From an optimization exercise on the open Yosys and OpenROAD flow, aimed at small area and a short achievable clock period; shortcuts taken in it are not production practice.
At most, simulation tests tie the RTL to the original design; equivalence was not proved.
Power and IR drop assume default switching activity.

## old
==> flow/design.v (excerpt) <==
module battleVideoTop (
    input  logic                  clk,
    input  logic                  rstN,
    input  battlePkg::tileWrite_t tileWr,
    input  logic                  tileWrValid,
    output logic                  tileWrReady,
    input  battlePkg::ghostCfg_t  ghostCfg,
    output battlePkg::rgb_t       rgb,
    output logic                  hsync,
    output logic                  vsync
);
==> flow/config.mk <==
export PLATFORM = sky130hd
export DESIGN_NAME = battleVideoTop
export DESIGN_NICKNAME = battleVideoTop
export VERILOG_FILES = /design/flow/design.v
export SDC_FILE = /design/flow/constraint.sdc
export NUM_CORES = 4
export LEC_CHECK = 0
export CAP_MARGIN = 20
export CORE_MARGIN = 2
export CORE_UTILIZATION = 70
export CTS_CLUSTER_DIAMETER = 70
export CTS_CLUSTER_SIZE = 22
export PLACE_DENSITY = 0.75
export SETUP_SLACK_MARGIN = 3.0
export SLEW_MARGIN = 20
==> flow/constraint.sdc <==
create_clock -name core_clock -period 5.0 [get_ports {clk}]
set_input_delay 1.0000 -clock core_clock [delete_from_list [all_inputs] [get_ports {clk}]]
set_output_delay 1.0000 -clock core_clock [all_outputs]
set_load 0.01 [all_outputs]
standard.sh (not shown) runs the stock make flow with config.mk's settings and CLKGATE_MAP_FILE= SYNTH_SCRIPT=/design/flow/synth_recipe.tcl, a recipe that flattens the netlist after the stock synthesis.
==> flow/flow/run.sh <==
#!/bin/bash
# Layout flow: the standard flow, with the clock tree built without
# dummy balancing loads. Each tool's output goes to a log file here.
set -e
export CTS_ARGS="-sink_clustering_enable -repair_clock_nets -sink_clustering_size 22 -sink_clustering_max_diameter 70 -dont_use_dummy_load"
bash standard.sh > standard.log 2>&1
Both conditions hold for old: the flow ran to the end and the final layout passed the timing, design-rule and antenna checks.
Input changes introduced in new (baseline for comparison: old):
Settings: PLACE_DENSITY now 0.7, was 0.75; CORE_UTILIZATION now 65, was 70.
## What came out
new | stages: all done | timing, DRC, antenna: all pass. Instance area after placement: old vs new — no meaningful difference. new vs old, final wirelength went up by 1.8%. Clock-cell share of area: old vs new, no meaningful difference. Total routing resource utilization after global routing in new vs old: down 2.6 points. Delta (new minus old): share of cell area taken by flip-flops and latches has remained practically unchanged, routed length on met3 fell about 4%, signed area change from the synthesized netlist to the final layout did not really move. Run comparison: new end point of the critical path grpSel[16]$_SDFF_PN0_; old end point of the critical path grpSel[24]$_SDFF_PN0_.
No functional check of the RTL was part of any run of this note.

---

Another version of the RTL of battleVideoTop (not shown whole).
For scale: about 2700 cells after synthesis, ~42 I/O pins, ~46000 um2 of cells after synthesis.
## battleVideoTop
module battleVideoTop (
    input  logic                  clk,
    input  logic                  rstN,
    input  battlePkg::tileWrite_t tileWr,
    input  logic                  tileWrValid,
    output logic                  tileWrReady,
    input  battlePkg::ghostCfg_t  ghostCfg,
    output battlePkg::rgb_t       rgb,
    output logic                  hsync,
    output logic                  vsync
);
==> flow/config.mk <==
export PLATFORM = sky130hd
export DESIGN_NAME = battleVideoTop
export DESIGN_NICKNAME = battleVideoTop
export VERILOG_FILES = /design/flow/design.v
export SDC_FILE = /design/flow/constraint.sdc
export NUM_CORES = 4
export LEC_CHECK = 0
export CAP_MARGIN = 20
export CORE_MARGIN = 2
export CORE_UTILIZATION = 40
export CTS_BUF_LIST = sky130_fd_sc_hd__clkbuf_8
export CTS_CLUSTER_SIZE = 30
export SETUP_SLACK_MARGIN = 2.8
export SLEW_MARGIN = 20
==> flow/constraint.sdc <==
create_clock -name core_clock -period 5.0 [get_ports {clk}]
set_input_delay 1.0000 -clock core_clock [delete_from_list [all_inputs] [get_ports {clk}]]
set_output_delay 1.0000 -clock core_clock [all_outputs]
set_load 0.01 [all_outputs]
run.sh (not shown) runs the stock make flow with config.mk's settings and CLKGATE_MAP_FILE= SYNTH_SCRIPT=/design/flow/synth_recipe.tcl, a recipe that flattens the netlist after the stock synthesis.
Stock flow here: none of the scripts above is used.
The first run passed the timing, design-rule and antenna checks.
Rerun with:
- CORE_UTILIZATION: 40 -> 55
- CTS_BUF_LIST: sky130_fd_sc_hd__clkbuf_8 -> sky130_fd_sc_hd__clkbuf_4
- CTS_CLUSTER_SIZE: 30 -> 20
Effect:
- The new run finished clean
- via count came out higher by 2.0%
- total power came out higher by 1.8%
- sequential cell count is unchanged
- wire length came out lower by 0.93%
- global-route usage came out higher by 8.0 points
- area after synthesis is unchanged
- cell area came out lower by 1.7%
- clock power came out higher by 4.4%
Function was not checked in any run of this note: the RTL went through the layout flow alone.

---

v41:
Another version of the RTL of battleVideoTop (not shown whole).
Size: ~42 I/O pins.
export LEC_CHECK = 0
export CAP_MARGIN = 20
export CORE_MARGIN = 2
export CORE_UTILIZATION = 55
export CTS_CLUSTER_DIAMETER = 70
export CTS_CLUSTER_SIZE = 22
export SETUP_SLACK_MARGIN = 3.0
export SLEW_MARGIN = 20
create_clock -name core_clock -period 5.0 [get_ports {clk}]
standard.sh (not shown) runs the stock make flow with config.mk's settings and CLKGATE_MAP_FILE= SYNTH_SCRIPT=/design/flow/synth_recipe.tcl, a recipe that flattens the netlist after the stock synthesis.
Scripts as last shown in full above: flow/flow/run.sh
diff inputs: v41 => v4
Settings: swapping 70 for 60 in CTS_CLUSTER_DIAMETER; swapping 55 for 65 in CORE_UTILIZATION; swapping 22 for 26 in CTS_CLUSTER_SIZE; putting PLACE_DENSITY at 0.7 where nothing was set.
--- a/flow/flow/run.sh
+++ b/flow/flow/run.sh
@@ -5 +5 @@
-export CTS_ARGS="-sink_clustering_enable -repair_clock_nets -sink_clustering_size 22 -sink_clustering_max_diameter 70 -dont_use_dummy_load"
+export CTS_ARGS="-sink_clustering_enable -repair_clock_nets -sink_clustering_size 26 -sink_clustering_max_diameter 60 -dont_use_dummy_load"
## What came out
Summary: total length of routed wires, v4 better than v41
v4 vs v41 — CTS buffer count climbed by more than 10%
The critical path depth in v4 sits 5 below the value recorded for v41.
The run showing the greater depth of the most critical reg-to-reg path is v41.
[v4 vs v41] non-clock buffer count: higher in v4
Comparing v41 and v4, signed area change from the synthesized netlist to the final layout is lower on v41.
Cell area after placement (higher): v41
v4 ended up with a lower fraction of power consumed by sequential logic than v41 did.
In the reports for v41 and v4, the smaller final worst-path cycle share belongs to v4.
v41 → v4: global-route usage picked up an extra 4.2 points; total number of vias picked up an extra about 2.7%.
#### Input delta (v47 over v4)
Settings: swapping 26 for 22 in CTS_CLUSTER_SIZE; swapping 60 for 70 in CTS_CLUSTER_DIAMETER; swapping 3.0 for 3.2 in SETUP_SLACK_MARGIN.
--- a/flow/flow/run.sh
+++ b/flow/flow/run.sh
@@ -5 +5 @@
-export CTS_ARGS="-sink_clustering_enable -repair_clock_nets -sink_clustering_size 26 -sink_clustering_max_diameter 60 -dont_use_dummy_load"
+export CTS_ARGS="-sink_clustering_enable -repair_clock_nets -sink_clustering_size 22 -sink_clustering_max_diameter 70 -dont_use_dummy_load"
## What came out
The part of the power in registers reported for v47 is greater than that of v4 by 0.9 points. When v47 is measured against v4, its routed wire length turns out about 8% higher. From v4 to v47 the numbers moved as follows: fraction of area in registers went down by 2.1 points; hold slack -0.0044 ns. Taking v4 as the reference, in v47 power shrank by 1.5%, core occupancy in the finished layout rose 2.5 points, count of clock buffers in the final design went down about 12%. v47 contains more vias than v4. In the metrics for v47 and v4, the one carrying the lower final instance area is v4. v47: global-route usage 0.75 points above v4. Taking v4 as the reference point, the share of the final layout cell area in multi-input gates of v47 rises by 0.92 points.
Here is what was changed in the inputs of v48 compared with v47.
Settings: changing SETUP_SLACK_MARGIN from 3.2 to 3.0.
==> flow/run.sh (new file) <==
#!/bin/bash
# synth_recipe.tcl (not shown) runs the flow's synth.tcl, then flattens the netlist and writes it again
# the make line also repeats each setting of config.mk as NAME=value (left out here)
make -C /OpenROAD-flow-scripts/flow DESIGN_CONFIG=/design/flow/config.mk WORK_HOME=/design/flow/orfs CLKGATE_MAP_FILE= SYNTH_SCRIPT=/design/flow/synth_recipe.tcl finish
removed: flow/flow/run.sh
removed: flow/standard.sh
[summary]
In terms of placeable core area, v48 and v47 differ only marginally.
v48 vs v47: clock share of power up in v48
Relative to v47, utilization after layout has gone down in v48.
Final non-filler cell total (lower): v48
Re area overhead of the layout relative to synthesis: v47 was higher than v48.
v48 completed end to end with timing, DRC and antenna clean.
As far as cell count after placement is concerned, v47 and v48 perform about the same.

## separate check: timing with driven ports
In the flow no input, the clock included, has a driving cell. The finished layouts below were timed again as built, in two steps. Step 1 assumes that a clkbuf_16 drives the clock port and a buf_2 every other input. Step 2 adds t to the input delays and takes it off the output delays; t is the mean of the earliest and latest rising clock arrival at the registers after step 1. Input paths then give back, and output paths get back, about the clock's delay inside the block. Slacks: ideal ports / drivers / drivers and shift; pairs: ideal ports / drivers.
run | t (ns) | setup slack, ns | worst setup path after step 2 | worst register clock-pin slew, ns
old | 0.712 | 2.848 / 2.848 / 2.358 | input to register | 0.09 / 0.09
new | 0.716 | 2.905 / 2.848 / 2.361 | input to register | 0.09 / 0.09
the first run of note 2 | 0.897 | 2.626 / 2.562 / 1.995 | input to register | 0.07 / 0.07
the second run of note 2 | 1.229 | 2.424 / 2.364 / 2.092 | input to register | 0.08 / 0.08
v41 | 0.723 | 2.851 / 2.821 / 2.423 | input to register | 0.09 / 0.09
v4 | 0.682 | 2.931 / 2.867 / 2.423 | input to register | 0.10 / 0.10
v47 | 0.725 | 2.820 / 2.820 / 2.340 | input to register | 0.10 / 0.10
v48 | 0.728 | 2.895 / 2.832 / 2.384 | input to register | 0.10 / 0.10
After both steps setup and hold are still met in every run listed. The setup slack of the first run of note 2, which loses most, moves by -0.064 ns with the drivers and by -0.631 ns with both steps.
